What follows belongs to an exercise in optimizing a design on an open flow for small area and a short achievable clock period; a production flow would make more cautious choices. Where RTL was checked, it was by simulation tests only, not by an equivalence proof against the original. For run 3, only the layout was checked, not whether the RTL still works. Power figures rest on the tool's default switching activity, not on a simulated workload.

`config.mk`:
```
export PLATFORM = sky130hd
export DESIGN_NAME = common_fa_tag_alloc
export DESIGN_NICKNAME = common_fa_tag_alloc
export VERILOG_FILES = /design/flow/design.v
export SDC_FILE = /design/flow/constraint.sdc
export NUM_CORES = 4
export LEC_CHECK = 0
export CAP_MARGIN = 20
export CORE_MARGIN = 2
export CORE_UTILIZATION = 55
export CTS_CLUSTER_DIAMETER = 60
export CTS_CLUSTER_SIZE = 20
export SETUP_SLACK_MARGIN = 1.5
export SLEW_MARGIN = 20
export TNS_END_PERCENT = 10
```
`constraint.sdc`:
```
create_clock -name core_clock -period 6.0 [get_ports {clk}]
set_input_delay 1.2000 -clock core_clock [delete_from_list [all_inputs] [get_ports {clk}]]
set_output_delay 1.2000 -clock core_clock [all_outputs]
set_load 0.01 [all_outputs]
```
`design.v`:
```
module common_fa_tag_alloc #(
  parameter int unsigned SUBJECT_COUNT_LOG2 = 5,
  parameter int unsigned TAG_WIDTH          = 20
) (
  input  logic                                clk,
  input  logic                                resetn,
  input  logic                                req_valid,
  output logic                                req_ready,
  input  logic [TAG_WIDTH-1:0]                req_tag,
  input  logic                                req_alloc,
  output logic                                resp_valid,
  input  logic                                resp_ready,
  output logic                                resp_hit,
  output logic                                resp_alloc,
  output logic [SUBJECT_COUNT_LOG2-1:0]       resp_index,
  output logic                                resp_evict_valid,
  output logic [TAG_WIDTH-1:0]                resp_evict_tag,
  input  logic                                flush,
  output logic [SUBJECT_COUNT_LOG2-1:0]       lru_waddr,
  output logic                                lru_wen,
  output logic [(1<<SUBJECT_COUNT_LOG2)-1:0]  lru_dvalid,
  input  logic [SUBJECT_COUNT_LOG2-1:0]       lru_qaddr,
  input  logic                                lru_qvalid
);
  localparam int unsigned N  = 1 << SUBJECT_COUNT_LOG2;
  localparam int unsigned IW = SUBJECT_COUNT_LOG2;
  logic [N-1:0]         valid_q;    
  logic [IW-1:0]        count_q;    
  logic [TAG_WIDTH-1:0] tag_q [N];  
  logic          fire_c;
  logic [N-1:0]  match_c;
  logic          hit_c;
  logic          free_c;
  logic          alloc_c;
  logic          evict_c;
  logic [IW-1:0] target_c;
  logic [IW-1:0] waddr_c;
  always_comb begin
    for (int i = 0; i < int'(N); i++) begin
      match_c[i] = valid_q[i] && (tag_q[i] == req_tag);
    end
  end
  assign hit_c    = |match_c;
  assign free_c   = ~valid_q[N-1];
  assign target_c = free_c ? count_q : lru_qaddr;
  always_comb begin
    for (int b = 0; b < int'(IW); b++) begin
      logic [N/2-1:0] ones, zeros;
      for (int k = 0; k < int'(N/2); k++) begin
        zeros[k] = match_c[((k >> b) << (b + 1)) | (k & ((1 << b) - 1))];
        ones[k]  = match_c[((k >> b) << (b + 1)) | (1 << b) | (k & ((1 << b) - 1))];
      end
      waddr_c[b] = target_c[b] ? ~(|zeros) : (|ones);
    end
  end
  assign req_ready = ~flush & (~resp_valid | resp_ready);
  assign fire_c    = req_valid & req_ready;
  assign alloc_c  = fire_c & ~hit_c & req_alloc & (free_c | lru_qvalid);
  assign evict_c  = alloc_c & ~free_c;
  assign lru_wen    = fire_c & (hit_c | (req_alloc & (free_c | lru_qvalid)));
  assign lru_waddr  = waddr_c;
  assign lru_dvalid = valid_q;
  always_ff @(posedge clk or negedge resetn) begin
    if (!resetn) begin
      valid_q <= '0;
      count_q <= '0;
    end else if (flush) begin
      valid_q <= '0;
      count_q <= '0;
    end else if (alloc_c && free_c) begin
      valid_q <= {valid_q[N-2:0], 1'b1};
      count_q <= count_q + 1'b1;
    end
  end
  always_ff @(posedge clk) begin
    for (int i = 0; i < int'(N); i++) begin
      if (alloc_c && target_c == IW'(i)) begin
        tag_q[i] <= req_tag;
      end
    end
  end
  always_ff @(posedge clk or negedge resetn) begin
    if (!resetn) begin
      resp_valid <= 1'b0;
    end else if (fire_c) begin
      resp_valid <= 1'b1;
    end else if (resp_ready) begin
      resp_valid <= 1'b0;
    end
  end
  always_ff @(posedge clk) begin
    if (fire_c) begin
      resp_hit         <= hit_c;
      resp_alloc       <= alloc_c;
      resp_index       <= waddr_c;
      resp_evict_valid <= evict_c;
      resp_evict_tag   <= tag_q[lru_qaddr];
    end
  end
endmodule
```
`flow/run.sh`:
```
#!/bin/bash
# Standard ORFS layout, but let the resizer swap cells across footprints and
# buffer the ports with plain buffers instead of delay cells.
set -euo pipefail
bash standard.sh MATCH_CELL_FOOTPRINT=0 \
  "BUFFER_PORTS_ARGS=-buffer_cell sky130_fd_sc_hd__buf_2" \
  finish > standard_flow.log 2>&1
```
`standard.sh`:
```
#!/bin/bash
# synth_recipe.tcl (not shown) runs the flow's synth.tcl, then flattens the netlist and writes it again
# the make line also repeats each setting of config.mk as NAME=value (left out here)
make -C /OpenROAD-flow-scripts/flow DESIGN_CONFIG=/design/flow/config.mk WORK_HOME=/design/flow/orfs CLKGATE_MAP_FILE= SYNTH_SCRIPT=/design/flow/synth_recipe.tcl "${@:-finish}"
```
==> flow_summary.ini, run 1 <==
[run_status]
status = timing/DRC/antenna clean

[worst_setup_path]
critPathArrivalTime_ns = 3.50
cp_slowest_stage_delay_ns = 0.44
cp.required_ns = 4.80
critPathLaunchType = primary input
path_class = primary input to output port
slowest_stage = nor4_4
path_delay_family = simple AND/OR/NAND/NOR gates
crit_buf_inv = 6
crit_chain = buf_16, buf_12, buf_12, buf_4, xor2_1, nor4_1, nand4_1, buf_6, nand4_1, nor4_4, nand3_4, nor2b_1, nor2_1, buf_2
critPathCaptureType = output port
path_max_fanout = 10

[clock_network]
cts_tree = yes
clk_pin_slew_ns = 0.07
cts_max_level = 2
cts_sinks = 706
clk_latency_ns = 0.66
numCtsBuffers = 49
cts_max_path_buffers = 3
clockRootBuffer = clkbuf_16

[grt]
grt_pass1_wl_um = 230000
grt.total_usage = 0.556
grt_pass1_vias = 25000
grt_max_degree = 39
overflow = 0
antenna_found_initial = 29

[timing]
finalCritPeriodShare = 0.783
fmax_mhz = 213
fin_worst_skew_ns = 0.0280
setup-violations-final = 0
maxSlewViolCount = 0
tightestPinTransition_ns = 1.31
min_period_ns = 4.70
slew_headroom = 0.126
fin_ws_ns = 1.30
rsz0062_at_grt = yes
hold_slack_ns = 0.498
tns_ns = 0
finalHoldViolCount = 0

[synthesis]
ys_seq_area_frac = 0.623
synthesis.instances = 2388
yosysTopAreaCell = edfxtp_1
synth_seq_cells = 706
yosys-top-cells-area = edfxtp_1, xnor2_1, xor2_1
synth_top_area_frac = 0.595
postSynthAreaPerCell_sq_um = 14.1
yosys_warnings = 2
yosysUniqueCellTypes = 40
synth_fp_nets = 2421
syn_area_sq_um = 33700

[die]
top_level_ports = 100
core-area_sq_um = 60500
rows = 90
initial_core_util = 0.557
fp.dieW_um = 252
dieArea_sq_um = 63300
fp.dieH_um = 252

[detailed_routing]
firstDrtPassIters = 10
post_drt_wl_per_cell_um = 50.9
wirelength_um = 179000
drc = 0
postRouteAntennaNets = 0
vias_per_cell = 8.03
vias = 28200
drtIter0Drc = 6207

[layout]
fin_nets = 2711
multi_input_area_sq_um = 12500
syn_to_final_growth_pct = 20.0
layout_commonest_cell = edfxtp_1
seqCellArea_sq_um = 21000
n_fill_cell = 4389
final_cell_mix = edfxtp_1, xnor2_1, buf_4
drive_gt1_frac = 0.231

[placed_design]
gp_congestion = 1.17
dp_slack_ns = 0.642
portBuffers = 99
dpl.hpwl_um = 121000

[power]
ir_drop_uv = 275
p_leak_nw = 13.5
powerDensity_nw_per_um2 = 251

[job]
cap_violations = 0

[worst_hold_path]
hp-class = flop to flop
-- per-layer routing --
metal,wire [um],share of wire,GRT usage
met5,666,0.0037,0.0834
met1,56000,0.31,0.642
met2,66100,0.37,0.713
met4,21000,0.12,0.457
met3,35100,0.20,0.346
-- per-stage QoR --
| stage | power [mW] | util | instances | cell area (sq um) |
|---|---|---|---|---|
| 3_5_place_dp | 6.37 | 0.600 | 3287 | 36300 |
| 6_report | 10.2 | 0.669 | 3512 | 40500 |
| 3_3_place_gp | 6.36 | 0.600 | 3287 | 36300 |
| 4_1_cts | 9.97 | 0.655 | 3451 | 39600 |
| 2_1_floorplan | 5.97 | - | 2388 | 33700 |
| 5_1_grt | 10.3 | 0.668 | 3494 | 40400 |
-- report_power, final --
| part | total, mW | switching [mW] | internal (mW) |
|---|---|---|---|
| Combinational | 1.11 | 0.711 | 0.400 |
| Sequential | 5.42 | 0.0121 | 5.40 |
| Clock | 3.64 | 1.89 | 1.74 |
| Total | 10.2 | 2.62 | 7.55 |
-- logic make-up after synthesis --
| group | Yosys count | share of synthesized area |
|---|---|---|
| AOI/OAI and AO/OA | 364 | 0.0870 |
| xor gates and xnor gates | 641 | 0.167 |
| adders and majority gates | 1 | 0.000371 |
| buffers and inverters | 172 | 0.0338 |
| DFF | 706 | 0.623 |
| muxes | 36 | 0.0108 |
| and+or+nand+nor | 468 | 0.0782 |
-- final timing paths --
kind                                       to  depth (start not counted)    startpoint  slack [ns]
min in group asynchronous         valid_q[18]                          1        resetn        0.64
worst min-delay path               resp_valid                          1    resp_valid        0.50
max in group asynchronous          count_q[0]                          1        resetn        4.81
worst max-delay path                  lru_wen                         14   req_tag[12]        1.30
worst max register to register  tag_q[27][14]                         13  tag_q[11][8]        1.79
worst min register to register     resp_valid                          1    resp_valid        0.50
-- worst reg2reg max path, stage by stage, from the launching register on --
cell and delay [ns]:
edfxtp_1 0.62, xor2_1 0.28, nor4_1 0.09, buf_4 0.17, nand4_1 0.12, buf_4 0.19, nand3_1 0.18, nor4_4 0.48
nand3_4 0.13, buf_4 0.19, or3_2 0.49, buf_12 0.20, nor3_2 0.40, buf_4 0.36
-- final cells by class --
type	count	area share
timing repair buffer	403	0.106
clock buffer	59	0.0336
tap	782	0.0242
clock inverter	24	0.00640
antenna	20	0.00124
inverter	8	0.000742
multi-input combinational	1510	0.308
sequential	706	0.519
-- sequential cells by signal, summed over array words and instances, names as in the netlist --
register,cells
count_q,5
resp_alloc,1
valid_q,32
resp_evict_valid,1
resp_hit,1
resp_index,5
resp_valid,1
tag_q,640
resp_evict_tag,20
-- synth_stat cells (all sizes together) --
cell,n
edfxtp,668
xnor2,500
nand4,184
xor2,141
a22oi,109
a221oi,96
a22o,96
buf,93
clkbuf,71
nor2,70
nor4,70
nand3,63
nor3,44
dfrtp,38
mux2i,34
a21oi,29
o32a,20
nand2,14
inv,8
o21ai,8
and3,6
or3,6
nor2b,4
nand2b,3
nand3b,3
a32oi,2
mux2,2
a21o,1
ha,1
nor3b,1
o22ai,1
o31ai,1
o41ai,1
-- timing repair --
item,4_1_cts,5_1_grt
hold buffers,0,0
setup buffers,67,26
pin swaps,38,37
cloned,14,5
gates resized for setup,146,62
setup endpoints to repair,408,6
==> run 2: changes to the inputs <==
==> run.sh (new file) <==
#!/bin/bash
# synth_recipe.tcl (not shown) runs the flow's synth.tcl, then flattens the netlist and writes it again
# the make line also repeats each setting of config.mk as NAME=value (left out here)
make -C /OpenROAD-flow-scripts/flow DESIGN_CONFIG=/design/flow/config.mk WORK_HOME=/design/flow/orfs CLKGATE_MAP_FILE= SYNTH_SCRIPT=/design/flow/synth_recipe.tcl finish
--- a/config.mk
+++ b/config.mk
@@ -7,9 +7,8 @@
 export LEC_CHECK = 0
 export CAP_MARGIN = 20
 export CORE_MARGIN = 2
-export CORE_UTILIZATION = 55
-export CTS_CLUSTER_DIAMETER = 60
-export CTS_CLUSTER_SIZE = 20
+export CORE_UTILIZATION = 50
+export CTS_BUF_LIST = sky130_fd_sc_hd__clkbuf_8
 export SETUP_SLACK_MARGIN = 1.5
 export SLEW_MARGIN = 20
 export TNS_END_PERCENT = 10
removed: flow/run.sh
removed: standard.sh
==> flow_summary.ini, run 2 <==
[die]
dieArea_sq_um = 69500
core-area_sq_um = 66900
initial_core_util = 0.504
fp.dieH_um = 264
top_level_ports = 100
rows = 95
fp.dieW_um = 264

[detailed_routing]
firstDrtPassIters = 8
vias_per_cell = 7.57
post_drt_wl_per_cell_um = 49.5
drc = 0
wirelength_um = 186000
drtIter0Drc = 6473
vias = 28400
postRouteAntennaNets = 0

[clock_network]
cts_max_level = 3
numCtsBuffers = 116
cts_max_path_buffers = 3
clockRootBuffer = clkbuf_8
cts_sinks = 706
clk_pin_slew_ns = 0.06
cts_tree = yes
clk_latency_ns = 0.81

[worst_setup_path]
critPathCaptureType = output port
path_delay_family = simple AND/OR/NAND/NOR gates
crit_buf_inv = 3
cp.required_ns = 4.80
regToRegStartpoint = tag_q[30][19]
path_common_cell = nand4_1
critPathArrivalTime_ns = 3.74
path_class = primary input to output port
path_max_fanout = 21
critPathLaunchType = primary input
path_depth = 10
crit_path_start = req_tag[3]
reg2regPathDepth = 13
slowest_stage = nor4_1
cp_slowest_stage_delay_ns = 0.87
crit_chain = buf_12, buf_4, xor2_1, nor4_1, nand4_1, nand4_1, nor4_4, and3_1, nor2_2, buf_2

[grt]
grt_pass1_wl_um = 239000
overflow = 0
grt.total_usage = 0.526
grt_max_degree = 44
grt_pass1_vias = 25300
antenna_found_initial = 23

[timing]
finalCritPeriodShare = 0.824
fin_worst_skew_ns = 0.0599
setup-violations-final = 0
min_period_ns = 4.94
tightestPinTransition_ns = 1.25
finalHoldViolCount = 0
fmax_mhz = 202
rsz0062_at_grt = yes
slew_headroom = 0.164
fin_ws_ns = 1.06
hold_slack_ns = 0.522
maxSlewViolCount = 0

[layout]
layout_commonest_cell = edfxtp_1
regMostFlops = tag_q
drive_gt1_frac = 0.247
fin_nets = 2807
final_cell_mix = edfxtp_1, xnor2_1, buf_4
reg.largest.list = tag_q: 640 flops, valid_q: 32 flops, resp_evict_tag: 20 flops
largest_reg_flops = 640
syn_to_final_growth_pct = 25.7

[power]
ir_drop_uv = 175
powerDensity_nw_per_um2 = 255
p_leak_nw = 14.3

[placed_design]
dp_slack_ns = -0.106
dpl.hpwl_um = 129000
gp_congestion = 1.14
portBuffers = 99

[synthesis]
synthArstFlopShare = 0.0538
synth_top_area_frac = 0.595
synth_fp_nets = 2421
ys_seq_area_frac = 0.623
synth-edff-count = 668
yosys-top-cells-area = edfxtp_1, xnor2_1, xor2_1
syn_area_sq_um = 33700
synth_seq_cells = 706
yosysTopAreaCell = edfxtp_1
synthFlopType = edfxtp_1
yosysUniqueCellTypes = 40
synth.most_common_cell = edfxtp_1
postSynthAreaPerCell_sq_um = 14.1
yosys_warnings = 2
synth_common_cells = edfxtp_1, xnor2_1, nand4_1, xor2_1, a22oi_1
synthesis.instances = 2388

[job]
cap_violations = 0

[worst_hold_path]
hp-class = flop to flop
whs_path_depth = 1
holdCritStartpoint = resp_valid

[run_status]
status = timing/DRC/antenna clean
## run 2: cell counts after synthesis
No cell type changed its count.
## run 2: metal layers
| layer | GRT usage | vias up | wire, um | share of wire |
|---|---|---|---|---|
| met2 | 0.702 | 3430 | 71900 | 0.39 |
| met5 | 0.0367 | - | 22 | 0.00012 |
| met1 | 0.626 | 14000 | 60600 | 0.33 |
| met3 | 0.283 | 953 | 32600 | 0.18 |
| li1 | - | 10100 | - | - |
| met4 | 0.413 | 4 | 20600 | 0.11 |
## run 2: repair_timing
| item | 4_1_cts | 5_1_grt |
|---|---|---|
| setup endpoints to repair | 646 | 151 |
| gates cloned | 11 | 5 |
| pin swaps | 49 | 22 |
| hold buffers | 0 | 0 |
| endpoints found under the hold margin | 0 | 0 |
| buffers inserted | 38 | 13 |
| resized for setup | 212 | 70 |
## run 2: worst paths after layout
check	slack, ns	to
worst max-delay path	1.06	lru_waddr[4]
worst max register to register	1.62	tag_q[5][9]
worst min register to register	0.52	resp_valid
worst min-delay path	0.52	resp_valid
max in group asynchronous	4.91	valid_q[26]
min in group asynchronous	0.54	valid_q[13]
## run 2: kinds of logic after synthesis
kind of cell	count (synthesis)	synth area share
flip-flops	706	0.623
AND/OR/NAND/NOR	468	0.0782
adder cells (fa/ha/maj)	1	0.000371
multiplexers	36	0.0108
buffers and inverters	172	0.0338
XOR/XNOR	641	0.167
AO/OA/AOI/OAI	364	0.0870
## run 2: area by class of cell
class	instances	area (sq um)
fillers	5126	24500
flip-flops and latches	706	21000
multi-input cells	1510	13000
repair buffers	432	5030
clock buffers	125	1720
well taps	873	1090
clock inverters	81	470
diodes	20	50.0
inverters	8	30.0
## run 2: power by group
group | internal (mW) | total, mW | switching, mW
registers | 5.41 | 5.42 | 0.0105
logic | 0.421 | 1.16 | 0.738
clock network | 2.08 | 4.21 | 2.12
total | 7.92 | 10.8 | 2.87
## run 2: per-stage QoR
step	instances	TNS, ns	total power [mW]	utilization	instance area (sq um)
floorplan	2388	0	5.97	-	33700
global placement	3451	-0.253	6.45	0.562	37600
detailed placement	3453	-0.130	6.45	0.563	37700
CTS	3708	0	10.6	0.621	41500
global route	3738	0	10.9	0.633	42300
finish	3755	0	10.8	0.633	42400
==> run 3: changes to the inputs <==
--- a/design.v
+++ b/design.v
@@ -53,6 +53,13 @@
       waddr_c[b] = target_c[b] ? ~(|zeros) : (|ones);
     end
   end
+  logic [TAG_WIDTH-1:0] evict_tag_c;
+  always_comb begin
+    evict_tag_c = '0;
+    for (int i = 0; i < int'(N); i++) begin
+      evict_tag_c = evict_tag_c | (tag_q[i] & {TAG_WIDTH{lru_qaddr == IW'(i)}});
+    end
+  end
   assign req_ready = ~flush & (~resp_valid | resp_ready);
   assign fire_c    = req_valid & req_ready;
   assign alloc_c  = fire_c & ~hit_c & req_alloc & (free_c | lru_qvalid);
@@ -94,7 +101,7 @@
       resp_alloc       <= alloc_c;
       resp_index       <= waddr_c;
       resp_evict_valid <= evict_c;
-      resp_evict_tag   <= tag_q[lru_qaddr];
+      resp_evict_tag   <= evict_tag_c;
     end
   end
 endmodule
==> flow_summary.ini, run 3 <==
[synthesis]
synth-edff-count = 668
yosys-top-cells-area = edfxtp_1, xnor2_1, a22oi_1
ys_seq_area_frac = 0.615
synthFlopType = edfxtp_1
synth.most_common_cell = edfxtp_1
synth_seq_cells = 706
synth_fp_nets = 2432
yosys_warnings = 2
synth_top_area_frac = 0.587
synth_common_cells = edfxtp_1, xnor2_1, nand4_1, a22oi_1, xor2_1
syn_area_sq_um = 34200
postSynthAreaPerCell_sq_um = 14.2
yosysTopAreaCell = edfxtp_1
yosysUniqueCellTypes = 43
synthArstFlopShare = 0.0538
synthesis.instances = 2399

[worst_setup_path]
cp.required_ns = 4.80
critPathCaptureType = output port
slowest_stage = nand4_1
critPathLaunchType = primary input
crit_buf_inv = 3
path_delay_family = simple AND/OR/NAND/NOR gates
path_common_cell = nand4_1
crit_path_start = req_tag[2]
crit_chain = buf_12, xnor2_1, nand4_1, nor4_2, nand4_1, buf_6, nand4_1, nor2_1, a21oi_2, a31oi_4, buf_2
critPathArrivalTime_ns = 3.68
path_class = primary input to output port
path_max_fanout = 22
cp_slowest_stage_delay_ns = 0.52
regToRegStartpoint = tag_q[20][3]

[timing]
finalCritPeriodShare = 0.813
fin_worst_skew_ns = 0.0444
finalHoldViolCount = 0
min_period_ns = 4.88
slew_headroom = 0.164
tns_ns = 0
maxSlewViolCount = 0
fmax_mhz = 205
hold_slack_ns = 0.515
setup-violations-final = 0
tightestPinTransition_ns = 1.25
fin_ws_ns = 1.12
rsz0062_at_grt = yes

[die]
fp.dieH_um = 265
fp.dieW_um = 265
rows = 95
initial_core_util = 0.507
core-area_sq_um = 67400
dieArea_sq_um = 70400
top_level_ports = 100

[layout]
fin_nets = 2807
layout_commonest_cell = edfxtp_1
layout.cells.non_filler = 3764
postLayoutCellArea_sq_um = 42500
regMostFlops = tag_q
largest_reg_flops = 640
drive_gt1_frac = 0.249
syn_to_final_growth_pct = 24.3
fin_util = 0.630
reg.largest.list = tag_q: 640 flops, valid_q: 32 flops, resp_evict_tag: 20 flops
final_cell_mix = edfxtp_1, xnor2_1, buf_4

[detailed_routing]
wirelength_um = 185000
vias = 28100
postRouteAntennaNets = 0
post_drt_wl_per_cell_um = 49.2
vias_per_cell = 7.45
drtIter0Drc = 6304
firstDrtPassIters = 7
drc = 0

[grt]
grt_max_degree = 39
overflow = 0
grt_pass1_vias = 25900
grt_pass1_wl_um = 241000
grt.total_usage = 0.524
antenna_found_initial = 17

[clock_network]
ctsHoldBuffers = 0
cts_max_level = 3
cts_max_path_buffers = 3
cts_sinks = 706
clk_pin_slew_ns = 0.07
numCtsBuffers = 120
clk_latency_ns = 0.81
clockRootBuffer = clkbuf_8
cts_tree = yes

[placed_design]
dp_slack_ns = -0.0738
dpl.hpwl_um = 129000
gp_congestion = 1.12
portBuffers = 99
place_inst = 3447
place_area_sq_um = 37600

[power]
p_leak_nw = 14.4
ir_drop_uv = 189
powerDensity_nw_per_um2 = 256
finalPower_mw = 10.9

[run_status]
status = timing/DRC/antenna clean

[worst_hold_path]
hp-class = primary input to async pin

[job]
cap_violations = 0
## run 3: cell types whose count changed after synthesis, moves of 22 or more
cell      change
a21oi_1      -22
a221oi_1     -28
a22o_1       -26
a22oi_1      +75
mux2_4       +29
mux2i_1      -27
nor2_1       -27
nor2b_1      +29
## run 3: what timing repair did
| item | 4_1_cts | 5_1_grt |
|---|---|---|
| pin swaps | 50 | 29 |
| cloned | 14 | 1 |
| setup buffers | 37 | 23 |
| resized for setup | 229 | 61 |
| endpoints found under the setup margin | 178 | 6 |
## run 3: worst paths after layout
path                                     end  slack, ns  depth (start not counted)
worst max register to register   tag_q[9][0]       1.86                         16
max in group asynchronous         valid_q[6]       4.93                          1
worst min-delay path             valid_q[18]       0.52                          1
worst max-delay path            lru_waddr[0]       1.12                         11
worst min register to register    resp_valid       0.52                          1
min in group core_clock           resp_valid       0.52                          1
## run 3: kinds of logic (layout without fill, tap and decap cells)
family,Yosys count,in the layout,synth area share
adder cells (fa/ha/maj),1,1,0.000366
flip-flops,706,706,0.615
AND/OR/NAND/NOR,502,502,0.0846
buffers and inverters,172,652,0.0416
other,0,12,0
AO/OA/AOI/OAI,338,338,0.0783
multiplexers,40,40,0.0161
XOR/XNOR,640,640,0.164
## run 3: report_power, final
group / leakage [nW] / switching [mW] / internal (mW) / total (mW)
combinational: 6.50 / 0.710 / 0.421 / 1.13
clock: 1.37 / 2.21 / 2.09 / 4.30
sequential: 6.55 / 0.0128 / 5.42 / 5.43
## run 3: worst register-to-register path, stage by stage, from the launching register on
cell and delay (ns):
edfxtp_1 0.59, xnor2_1 0.23, buf_4 0.16, nand4_1 0.08, buf_4 0.18, nor4_2 0.07, buf_4 0.16, nand4_1 0.09
buf_4 0.18, nand4_1 0.13, nor4_2 0.33, and3_4 0.26, buf_4 0.19, nand2_2 0.08, buf_12 0.19, nor3_2 0.64
buf_12 0.25
## run 3: cell type report
cell class                      count  area (sq um)
Antenna cell                       12          30.0
Clock buffer                      129          1780
Clock inverter                     98           512
Fill cell                        5109         24900
Inverter                            9          33.8
Multi-Input combinational cell   1521         13100
Sequential cell                   706         21000
Tap cell                          873          1090
Timing Repair Buffer              416          4930
## run 3: metal layers
metal  share of wire  track usage  wire length, um
met4            0.11        0.423            20100
met1            0.33        0.642            61200
met3            0.17        0.250            31900
met2            0.39        0.701            71900
met5         0.00021            0               38

port drivers added, routing unchanged:
No port has a modelled driver above. Below, the same layouts with a new extraction and two added sets of constraints. Step 1, drivers: a clkbuf_16 drives clk and a buf_2 each remaining input, both assumed. Step 2 times the ports against the registers' clock, not the clock port: input delays grow and output delays shrink by t, the midpoint of the rising clock arrivals with the driver on. Slacks: no drivers / after step 1 / after step 2; pairs: no drivers / after step 1.
run	t (ns)	slack for setup (ns)	worst register clock-pin slew, ns
run 1	0.712	1.302 / 1.005 / 0.611	0.09 / 0.09
run 2	0.845	1.056 / 0.943 / 0.476	0.07 / 0.07
run 3	0.849	1.122 / 0.977 / 0.615	0.07 / 0.07
After both steps every run listed still meets setup and hold. For run 1, which loses most, drivers alone change the setup slack by -0.297 ns; drivers and shift together by -0.691 ns.
